Source: an optimization exercise on an open RTL-to-GDS flow (aim: small area and a short achievable clock period). Production flows keep margins and buffers that such runs may drop.
Function was checked by simulation only, so behaviour that the tests miss may differ from the original.
The clock port is modelled as an ideal driver; clocking choices that lean on that would not hold on a real chip.
Power and IR drop assume default switching activity.

Setup of oak:
==> module eqTree, before the edit <==
module eqTree (
    input  logic [31:0] a,
    input  logic [31:0] b,
    output logic [1:0]  eq,
    output logic [3:0]  neHalf
);
    logic [31:0] diff;
    logic [7:0]  grpEq;
    genvar i;
    generate
        for (i = 0; i < 32; i++) begin : g_x
            gXor2 u (.a(a[i]), .b(b[i]), .y(diff[i]));
        end
        for (i = 0; i < 8; i++) begin : g_l1
            gNor4 u (.a(diff[4*i]), .b(diff[4*i+1]), .c(diff[4*i+2]), .d(diff[4*i+3]), .y(grpEq[i]));
        end
        for (i = 0; i < 4; i++) begin : g_l2
            gNand4 u (.a(grpEq[4*(i%2)]), .b(grpEq[4*(i%2)+1]), .c(grpEq[4*(i%2)+2]), .d(grpEq[4*(i%2)+3]), .y(neHalf[i]));
        end
        for (i = 0; i < 2; i++) begin : g_eq
            gNor2 u (.a(neHalf[2*i]), .b(neHalf[2*i+1]), .y(eq[i]));
        end
    endgenerate
endmodule
==> module pcFinal, before the edit <==
module pcFinal (
    input  logic        jalr,
    input  logic [1:0]  eq,
    input  logic [3:0]  neHalf,
    input  logic [31:0] jalrPc,
    input  logic [31:0] nextIfEq,
    input  logic [31:0] nextIfNe,
    output logic [31:0] pcNext
);
    genvar i;
    generate
        for (i = 0; i < 32; i++) begin : g_b
            localparam int H = i / 16;
            logic t0, t1, t2, t3;
            gNand2 u0 (.a(jalr),          .b(jalrPc[i]),   .y(t0));
            gNand2 u1 (.a(eq[H]),         .b(nextIfEq[i]), .y(t1));
            gNand2 u2 (.a(neHalf[2*H]),   .b(nextIfNe[i]), .y(t2));
            gNand2 u3 (.a(neHalf[2*H+1]), .b(nextIfNe[i]), .y(t3));
            gNand4 u4 (.a(t0), .b(t1), .c(t2), .d(t3), .y(pcNext[i]));
        end
    endgenerate
endmodule
==> module execStage, before the edit <==
module execStage (
    input  logic               clk,
    input  logic               rstN,
    input  logic [32-1:0]   instr,
    input  logic [32-1:0]   pc,
    input  logic               instrValid,
    input  logic [32-1:0]   readData,       
    output logic [32-1:0]   memAddr,
    output logic [32-1:0]   memWriteData,
    output logic               memWrite,
    output logic [32-1:0]   pcNext
);
    logic [6:0]       op;
    logic [2:0]       f3;
    logic             isOp, isOpImm, isLoad, isStore, isBranch, isJal, isJalr, isLui;
    logic             regWrite;
    logic [32-1:0] rs1Data;
    logic [32-1:0] rs2Data;
    logic [32-1:0] immI, immU, immB, immJ;
    logic [32-1:0] addrImm;
    logic [32-1:0] addrSum;
    logic [32-1:0] brImm;
    logic [32-1:0] pcTarget;
    logic [32-1:0] pcPlus4;
    logic [32-1:0] result;
    assign op = instr[6:0];
    assign f3 = instr[14:12];
    assign isOp     = (op == 7'b0110011);
    assign isOpImm  = (op == 7'b0010011);
    assign isLoad   = (op == 7'b0000011);
    assign isStore  = (op == 7'b0100011);
    assign isBranch = (op == 7'b1100011);
    assign isJal    = (op == 7'b1101111);
    assign isJalr   = (op == 7'b1100111);
    assign isLui    = (op == 7'b0110111);
    assign regWrite = isOp | isOpImm | isLoad | isJal | isJalr | isLui;
    assign immI = {{20{instr[31]}}, instr[31:20]};
    assign immU = {instr[31:12], 12'b0};
    assign immB = {{20{instr[31]}}, instr[7], instr[30:25], instr[11:8], 1'b0};
    assign immJ = {{12{instr[31]}}, instr[19:12], instr[20], instr[30:21], 1'b0};
    regFile regFile_i (
        .clk  (clk),
        .rstN (rstN),
        .we   (instrValid & regWrite),
        .ra1  (instr[19:15]),
        .ra2  (instr[24:20]),
        .wa   (instr[11:7]),
        .wd   (result),
        .rd1  (rs1Data),
        .rd2  (rs2Data)
    );
    assign addrImm = {immI[32-1:5], (op[5] & ~op[6]) ? instr[11:7] : instr[24:20]};
    fastAdd addrAdd_i (.a(rs1Data), .b(addrImm), .s(addrSum));
    assign brImm    = op[3] ? immJ : immB;
    prefixAdd tgtAdd_i (.g(pc & brImm), .p(pc ^ brImm), .ci(1'b0), .s(pcTarget));
    assign pcPlus4  = pc + 4;
    logic [1:0] eq;
    logic [3:0] neHalf;
    logic takeIfEq, takeIfNe;
    logic [32-1:0] nextIfEq, nextIfNe;
    eqTree eq_i (.a(rs1Data), .b(rs2Data), .eq(eq), .neHalf(neHalf));
    assign takeIfEq = isJal | (isBranch & ~f3[0]);
    assign takeIfNe = isJal | (isBranch & f3[0]);
    assign nextIfEq = isJalr ? '0 : (takeIfEq ? pcTarget : pcPlus4);
    assign nextIfNe = isJalr ? '0 : (takeIfNe ? pcTarget : pcPlus4);
    pcFinal pcFinal_i (
        .jalr     (isJalr),
        .eq       (eq),
        .neHalf   (neHalf),
        .jalrPc   ({addrSum[32-1:1], 1'b0}),
        .nextIfEq (nextIfEq),
        .nextIfNe (nextIfNe),
        .pcNext   (pcNext)
    );
    logic [32-1:0] other;
    always_comb begin
        if (op[2]) other = op[6] ? pcPlus4 : immU;      
        else       other = readData;                     
    end
    alu alu_i (
        .a      (rs1Data),
        .b      (op[5] ? rs2Data : immI),
        .f3     (f3),
        .sub    (op[5] & instr[30]),
        .useAlu (~op[2] & op[4]),                        
        .other  (other),
        .result (result)
    );
    assign memAddr      = addrSum;
    assign memWriteData = rs2Data;
    assign memWrite     = instrValid & isStore;
endmodule
clock: 13.5 ns
lec_check: 0
cap_margin: 20
core_margin: 2
core_utilization: 50
place_density: 0.6
setup_slack_margin: 5
slew_margin: 20
synth_hierarchical: 1
tns_end_percent: 0
standard.sh (not shown) runs the stock make flow with config.mk's settings and CLKGATE_MAP_FILE= SYNTH_SCRIPT=/design/flow/synth_recipe.tcl, a recipe that flattens the netlist after the stock synthesis.
==> flow/flow/run.sh <==
#!/bin/bash
# Standard layout with two additions: ports get sky130_fd_sc_hd__buf_2 buffers
# (in place of the default delay-buffer cell), and an area-recovery pass
# (flow/post_cts.tcl) runs after clock-tree synthesis and its timing repair.
# make's full output is in make.log here; ORFS's per-step logs are under orfs/logs.
set -euo pipefail
here=$(pwd)
export POST_CTS_TCL="$here/flow/post_cts.tcl"
export BUFFER_PORTS_ARGS="-buffer_cell sky130_fd_sc_hd__buf_2"
bash standard.sh > "$here/make.log" 2>&1
Other scripts of this flow, unchanged in this note and not shown: flow/flow/downsize.tcl, flow/flow/post_cts.tcl
> inputs changed (oak -> pine)
diff --git a/flow/design.v b/flow/design.v
--- a/flow/design.v
+++ b/flow/design.v
@@ -134,4 +134,7 @@
     assign y = ~(a | b | c | d);
 endmodule
+module gOr2 (input logic a, b, output logic y);
+    assign y = a | b;
+endmodule
 `timescale 1ns/1ps
 module alu (
@@ -1076,9 +1079,10 @@
     input  logic [31:0] a,
     input  logic [31:0] b,
-    output logic [1:0]  eq,
-    output logic [3:0]  neHalf
+    output logic        eq,
+    output logic        ne
 );
     logic [31:0] diff;
     logic [7:0]  grpEq;
+    logic [1:0]  halfNe;
     genvar i;
     generate
@@ -1089,16 +1093,15 @@
             gNor4 u (.a(diff[4*i]), .b(diff[4*i+1]), .c(diff[4*i+2]), .d(diff[4*i+3]), .y(grpEq[i]));
         end
-        for (i = 0; i < 4; i++) begin : g_l2
-            gNand4 u (.a(grpEq[4*(i%2)]), .b(grpEq[4*(i%2)+1]), .c(grpEq[4*(i%2)+2]), .d(grpEq[4*(i%2)+3]), .y(neHalf[i]));
-        end
-        for (i = 0; i < 2; i++) begin : g_eq
-            gNor2 u (.a(neHalf[2*i]), .b(neHalf[2*i+1]), .y(eq[i]));
+        for (i = 0; i < 2; i++) begin : g_l2
+            gNand4 u (.a(grpEq[4*i]), .b(grpEq[4*i+1]), .c(grpEq[4*i+2]), .d(grpEq[4*i+3]), .y(halfNe[i]));
         end
     endgenerate
+    gNor2 u_eq (.a(halfNe[0]), .b(halfNe[1]), .y(eq));
+    gOr2  u_ne (.a(halfNe[0]), .b(halfNe[1]), .y(ne));
 endmodule
 module pcFinal (
     input  logic        jalr,
-    input  logic [1:0]  eq,
-    input  logic [3:0]  neHalf,
+    input  logic        eq,
+    input  logic        ne,
     input  logic [31:0] jalrPc,
     input  logic [31:0] nextIfEq,
@@ -1109,11 +1112,9 @@
     generate
         for (i = 0; i < 32; i++) begin : g_b
-            localparam int H = i / 16;
-            logic t0, t1, t2, t3;
-            gNand2 u0 (.a(jalr),          .b(jalrPc[i]),   .y(t0));
-            gNand2 u1 (.a(eq[H]),         .b(nextIfEq[i]), .y(t1));
-            gNand2 u2 (.a(neHalf[2*H]),   .b(nextIfNe[i]), .y(t2));
-            gNand2 u3 (.a(neHalf[2*H+1]), .b(nextIfNe[i]), .y(t3));
-            gNand4 u4 (.a(t0), .b(t1), .c(t2), .d(t3), .y(pcNext[i]));
+            logic t0, t1, t2;
+            gNand2 u0 (.a(jalr), .b(jalrPc[i]),   .y(t0));
+            gNand2 u1 (.a(eq),   .b(nextIfEq[i]), .y(t1));
+            gNand2 u2 (.a(ne),   .b(nextIfNe[i]), .y(t2));
+            gNand3 u3 (.a(t0), .b(t1), .c(t2), .y(pcNext[i]));
         end
     endgenerate
@@ -1176,9 +1177,8 @@
     prefixAdd tgtAdd_i (.g(pc & brImm), .p(pc ^ brImm), .ci(1'b0), .s(pcTarget));
     assign pcPlus4  = pc + 4;
-    logic [1:0] eq;
-    logic [3:0] neHalf;
+    logic eq, ne;
     logic takeIfEq, takeIfNe;
     logic [32-1:0] nextIfEq, nextIfNe;
-    eqTree eq_i (.a(rs1Data), .b(rs2Data), .eq(eq), .neHalf(neHalf));
+    eqTree eq_i (.a(rs1Data), .b(rs2Data), .eq(eq), .ne(ne));
     assign takeIfEq = isJal | (isBranch & ~f3[0]);
     assign takeIfNe = isJal | (isBranch & f3[0]);
@@ -1188,5 +1188,5 @@
         .jalr     (isJalr),
         .eq       (eq),
-        .neHalf   (neHalf),
+        .ne       (ne),
         .jalrPc   ({addrSum[32-1:1], 1'b0}),
         .nextIfEq (nextIfEq),
[summary]
oak vs pine, critical path startpoint: instr[20] vs instr[15]
Final cell count, pine and oak, higher one = oak.
Compared to oak, pine has final core area utilization 0.81 points lower.
Est. power | pine vs oak | pine lower
Going from oak to pine, wire length now sits lower; final critical-path share of the clock period up 1.7 points; simple-gate share of the synthesized area lower; count of nets after finishing now smaller.

========
execStage with an RTL version that a note above also has.
For scale: ~5600 cells after synthesis, roughly 1000 flip-flops.
==> module gOr2, before the edit <==
module gOr2 (input logic a, b, output logic y);
    assign y = a | b;
endmodule
==> module eqTree, before the edit <==
module eqTree (
    input  logic [31:0] a,
    input  logic [31:0] b,
    output logic        eq,
    output logic        ne
);
    logic [31:0] diff;
    logic [7:0]  grpEq;
    logic [1:0]  halfNe;
    genvar i;
    generate
        for (i = 0; i < 32; i++) begin : g_x
            gXor2 u (.a(a[i]), .b(b[i]), .y(diff[i]));
        end
        for (i = 0; i < 8; i++) begin : g_l1
            gNor4 u (.a(diff[4*i]), .b(diff[4*i+1]), .c(diff[4*i+2]), .d(diff[4*i+3]), .y(grpEq[i]));
        end
        for (i = 0; i < 2; i++) begin : g_l2
            gNand4 u (.a(grpEq[4*i]), .b(grpEq[4*i+1]), .c(grpEq[4*i+2]), .d(grpEq[4*i+3]), .y(halfNe[i]));
        end
    endgenerate
    gNor2 u_eq (.a(halfNe[0]), .b(halfNe[1]), .y(eq));
    gOr2  u_ne (.a(halfNe[0]), .b(halfNe[1]), .y(ne));
endmodule
==> module pcFinal, before the edit <==
module pcFinal (
    input  logic        jalr,
    input  logic        eq,
    input  logic        ne,
    input  logic [31:0] jalrPc,
    input  logic [31:0] nextIfEq,
    input  logic [31:0] nextIfNe,
    output logic [31:0] pcNext
);
    genvar i;
    generate
        for (i = 0; i < 32; i++) begin : g_b
            logic t0, t1, t2;
            gNand2 u0 (.a(jalr), .b(jalrPc[i]),   .y(t0));
            gNand2 u1 (.a(eq),   .b(nextIfEq[i]), .y(t1));
            gNand2 u2 (.a(ne),   .b(nextIfNe[i]), .y(t2));
            gNand3 u3 (.a(t0), .b(t1), .c(t2), .y(pcNext[i]));
        end
    endgenerate
endmodule
==> module execStage, before the edit <==
module execStage (
    input  logic               clk,
    input  logic               rstN,
    input  logic [32-1:0]   instr,
    input  logic [32-1:0]   pc,
    input  logic               instrValid,
    input  logic [32-1:0]   readData,       
    output logic [32-1:0]   memAddr,
    output logic [32-1:0]   memWriteData,
    output logic               memWrite,
    output logic [32-1:0]   pcNext
);
    logic [6:0]       op;
    logic [2:0]       f3;
    logic             isOp, isOpImm, isLoad, isStore, isBranch, isJal, isJalr, isLui;
    logic             regWrite;
    logic [32-1:0] rs1Data;
    logic [32-1:0] rs2Data;
    logic [32-1:0] immI, immU, immB, immJ;
    logic [32-1:0] addrImm;
    logic [32-1:0] addrSum;
    logic [32-1:0] brImm;
    logic [32-1:0] pcTarget;
    logic [32-1:0] pcPlus4;
    logic [32-1:0] result;
    assign op = instr[6:0];
    assign f3 = instr[14:12];
    assign isOp     = (op == 7'b0110011);
    assign isOpImm  = (op == 7'b0010011);
    assign isLoad   = (op == 7'b0000011);
    assign isStore  = (op == 7'b0100011);
    assign isBranch = (op == 7'b1100011);
    assign isJal    = (op == 7'b1101111);
    assign isJalr   = (op == 7'b1100111);
    assign isLui    = (op == 7'b0110111);
    assign regWrite = isOp | isOpImm | isLoad | isJal | isJalr | isLui;
    assign immI = {{20{instr[31]}}, instr[31:20]};
    assign immU = {instr[31:12], 12'b0};
    assign immB = {{20{instr[31]}}, instr[7], instr[30:25], instr[11:8], 1'b0};
    assign immJ = {{12{instr[31]}}, instr[19:12], instr[20], instr[30:21], 1'b0};
    regFile regFile_i (
        .clk  (clk),
        .rstN (rstN),
        .we   (instrValid & regWrite),
        .ra1  (instr[19:15]),
        .ra2  (instr[24:20]),
        .wa   (instr[11:7]),
        .wd   (result),
        .rd1  (rs1Data),
        .rd2  (rs2Data)
    );
    assign addrImm = {immI[32-1:5], (op[5] & ~op[6]) ? instr[11:7] : instr[24:20]};
    fastAdd addrAdd_i (.a(rs1Data), .b(addrImm), .s(addrSum));
    assign brImm    = op[3] ? immJ : immB;
    prefixAdd tgtAdd_i (.g(pc & brImm), .p(pc ^ brImm), .ci(1'b0), .s(pcTarget));
    assign pcPlus4  = pc + 4;
    logic eq, ne;
    logic takeIfEq, takeIfNe;
    logic [32-1:0] nextIfEq, nextIfNe;
    eqTree eq_i (.a(rs1Data), .b(rs2Data), .eq(eq), .ne(ne));
    assign takeIfEq = isJal | (isBranch & ~f3[0]);
    assign takeIfNe = isJal | (isBranch & f3[0]);
    assign nextIfEq = isJalr ? '0 : (takeIfEq ? pcTarget : pcPlus4);
    assign nextIfNe = isJalr ? '0 : (takeIfNe ? pcTarget : pcPlus4);
    pcFinal pcFinal_i (
        .jalr     (isJalr),
        .eq       (eq),
        .ne       (ne),
        .jalrPc   ({addrSum[32-1:1], 1'b0}),
        .nextIfEq (nextIfEq),
        .nextIfNe (nextIfNe),
        .pcNext   (pcNext)
    );
    logic [32-1:0] other;
    always_comb begin
        if (op[2]) other = op[6] ? pcPlus4 : immU;      
        else       other = readData;                     
    end
    alu alu_i (
        .a      (rs1Data),
        .b      (op[5] ? rs2Data : immI),
        .f3     (f3),
        .sub    (op[5] & instr[30]),
        .useAlu (~op[2] & op[4]),                        
        .other  (other),
        .result (result)
    );
    assign memAddr      = addrSum;
    assign memWriteData = rs2Data;
    assign memWrite     = instrValid & isStore;
endmodule
Settings: LEC_CHECK=0, CAP_MARGIN=20, CORE_MARGIN=2, CORE_UTILIZATION=50, CTS_CLUSTER_DIAMETER=70, CTS_CLUSTER_SIZE=24, PLACE_DENSITY=0.6, SETUP_SLACK_MARGIN=5, SLEW_MARGIN=20, SYNTH_HIERARCHICAL=1, TNS_END_PERCENT=0; clock period 13.5 ns.
==> flow/flow/run.sh <==
#!/bin/bash
# Standard layout with two additions: ports get sky130_fd_sc_hd__buf_2 buffers
# (in place of the default delay-buffer cell), and an area-recovery pass
# (flow/post_cts.tcl: downsize.tcl, upsize.tcl) runs after clock-tree synthesis
# and its timing repair.
# make's full output is in make.log here; ORFS's per-step logs are under orfs/logs.
set -euo pipefail
here=$(pwd)
export POST_CTS_TCL="$here/flow/post_cts.tcl"
export BUFFER_PORTS_ARGS="-buffer_cell sky130_fd_sc_hd__buf_2"
bash standard.sh > "$here/make.log" 2>&1
Other scripts of this flow, unchanged in this note and not shown: flow/flow/downsize.tcl, flow/flow/post_cts.tcl, flow/flow/upsize.tcl
Edit:
--- a/flow/design.v
+++ b/flow/design.v
@@ -133,9 +133,6 @@
 module gNor4 (input logic a, b, c, d, output logic y);
     assign y = ~(a | b | c | d);
 endmodule
-module gOr2 (input logic a, b, output logic y);
-    assign y = a | b;
-endmodule
 `timescale 1ns/1ps
 module alu (
     input  logic [32-1:0] a,
@@ -1078,12 +1075,11 @@
 module eqTree (
     input  logic [31:0] a,
     input  logic [31:0] b,
-    output logic        eq,
-    output logic        ne
+    output logic [1:0]  eq,
+    output logic [3:0]  neHalf
 );
     logic [31:0] diff;
     logic [7:0]  grpEq;
-    logic [1:0]  halfNe;
     genvar i;
     generate
         for (i = 0; i < 32; i++) begin : g_x
@@ -1092,17 +1088,18 @@
         for (i = 0; i < 8; i++) begin : g_l1
             gNor4 u (.a(diff[4*i]), .b(diff[4*i+1]), .c(diff[4*i+2]), .d(diff[4*i+3]), .y(grpEq[i]));
         end
-        for (i = 0; i < 2; i++) begin : g_l2
-            gNand4 u (.a(grpEq[4*i]), .b(grpEq[4*i+1]), .c(grpEq[4*i+2]), .d(grpEq[4*i+3]), .y(halfNe[i]));
+        for (i = 0; i < 4; i++) begin : g_l2
+            gNand4 u (.a(grpEq[4*(i%2)]), .b(grpEq[4*(i%2)+1]), .c(grpEq[4*(i%2)+2]), .d(grpEq[4*(i%2)+3]), .y(neHalf[i]));
+        end
+        for (i = 0; i < 2; i++) begin : g_eq
+            gNor2 u (.a(neHalf[2*i]), .b(neHalf[2*i+1]), .y(eq[i]));
         end
     endgenerate
-    gNor2 u_eq (.a(halfNe[0]), .b(halfNe[1]), .y(eq));
-    gOr2  u_ne (.a(halfNe[0]), .b(halfNe[1]), .y(ne));
 endmodule
 module pcFinal (
     input  logic        jalr,
-    input  logic        eq,
-    input  logic        ne,
+    input  logic [1:0]  eq,
+    input  logic [3:0]  neHalf,
     input  logic [31:0] jalrPc,
     input  logic [31:0] nextIfEq,
     input  logic [31:0] nextIfNe,
@@ -1111,11 +1108,13 @@
     genvar i;
     generate
         for (i = 0; i < 32; i++) begin : g_b
-            logic t0, t1, t2;
-            gNand2 u0 (.a(jalr), .b(jalrPc[i]),   .y(t0));
-            gNand2 u1 (.a(eq),   .b(nextIfEq[i]), .y(t1));
-            gNand2 u2 (.a(ne),   .b(nextIfNe[i]), .y(t2));
-            gNand3 u3 (.a(t0), .b(t1), .c(t2), .y(pcNext[i]));
+            localparam int H = i / 16;
+            logic t0, t1, t2, t3;
+            gNand2 u0 (.a(jalr),          .b(jalrPc[i]),   .y(t0));
+            gNand2 u1 (.a(eq[H]),         .b(nextIfEq[i]), .y(t1));
+            gNand2 u2 (.a(neHalf[2*H]),   .b(nextIfNe[i]), .y(t2));
+            gNand2 u3 (.a(neHalf[2*H+1]), .b(nextIfNe[i]), .y(t3));
+            gNand4 u4 (.a(t0), .b(t1), .c(t2), .d(t3), .y(pcNext[i]));
         end
     endgenerate
 endmodule
@@ -1176,10 +1175,11 @@
     assign brImm    = op[3] ? immJ : immB;
     prefixAdd tgtAdd_i (.g(pc & brImm), .p(pc ^ brImm), .ci(1'b0), .s(pcTarget));
     assign pcPlus4  = pc + 4;
-    logic eq, ne;
+    logic [1:0] eq;
+    logic [3:0] neHalf;
     logic takeIfEq, takeIfNe;
     logic [32-1:0] nextIfEq, nextIfNe;
-    eqTree eq_i (.a(rs1Data), .b(rs2Data), .eq(eq), .ne(ne));
+    eqTree eq_i (.a(rs1Data), .b(rs2Data), .eq(eq), .neHalf(neHalf));
     assign takeIfEq = isJal | (isBranch & ~f3[0]);
     assign takeIfNe = isJal | (isBranch & f3[0]);
     assign nextIfEq = isJalr ? '0 : (takeIfEq ? pcTarget : pcPlus4);
@@ -1187,7 +1187,7 @@
     pcFinal pcFinal_i (
         .jalr     (isJalr),
         .eq       (eq),
-        .ne       (ne),
+        .neHalf   (neHalf),
         .jalrPc   ({addrSum[32-1:1], 1'b0}),
         .nextIfEq (nextIfEq),
         .nextIfNe (nextIfNe),
Cell count is higher by a few percent.
Clock skew climbs by 0.022 ns.
Via count increases by a few percent.
Utilization increases by 1.4 points.
Total power is higher slightly.
Maximum frequency is higher slightly.
Design area rises by a few percent.
Routed wire length rose by a few percent.
Global-route usage goes up by 2.5 points.

==> what the ideal ports hide <==
No port has a modelled driver above. Below, the same layouts with a new extraction and two added sets of constraints. Step 1 (the two cells are an assumption about what drives the block):
set clk [get_ports {clk}]
set_driving_cell -lib_cell sky130_fd_sc_hd__clkbuf_16 $clk
set_driving_cell -lib_cell sky130_fd_sc_hd__buf_2 [delete_from_list [all_inputs] $clk]
Step 2 adds t to the input delays and takes it off the output delays; t is the mean of the earliest and latest rising clock arrival at the registers after step 1. Input paths then give back, and output paths get back, about the clock's delay inside the block. Slacks: no drivers / after step 1 / after step 2; pairs: no drivers / after step 1.
run	t, ns	slack for setup (ns)	worst setup path after step 2	slew at the worst register clock pin (ns)	worst slew at a driven data input, ns
oak	0.787	4.306 / 4.249 / 3.562	input to register	0.07 / 0.07	0.12
pine	0.781	4.080 / 4.045 / 3.801	input to register	0.07 / 0.07	0.08
the first run of note 2	0.796	4.163 / 4.096 / 3.760	input to register	0.11 / 0.11	0.08
the second run of note 2	0.800	4.337 / 4.282 / 3.594	input to register	0.10 / 0.10	0.10
After both steps every run listed still meets setup and hold. For oak, which loses most, drivers alone change the setup slack by -0.057 ns; drivers and shift together by -0.744 ns.
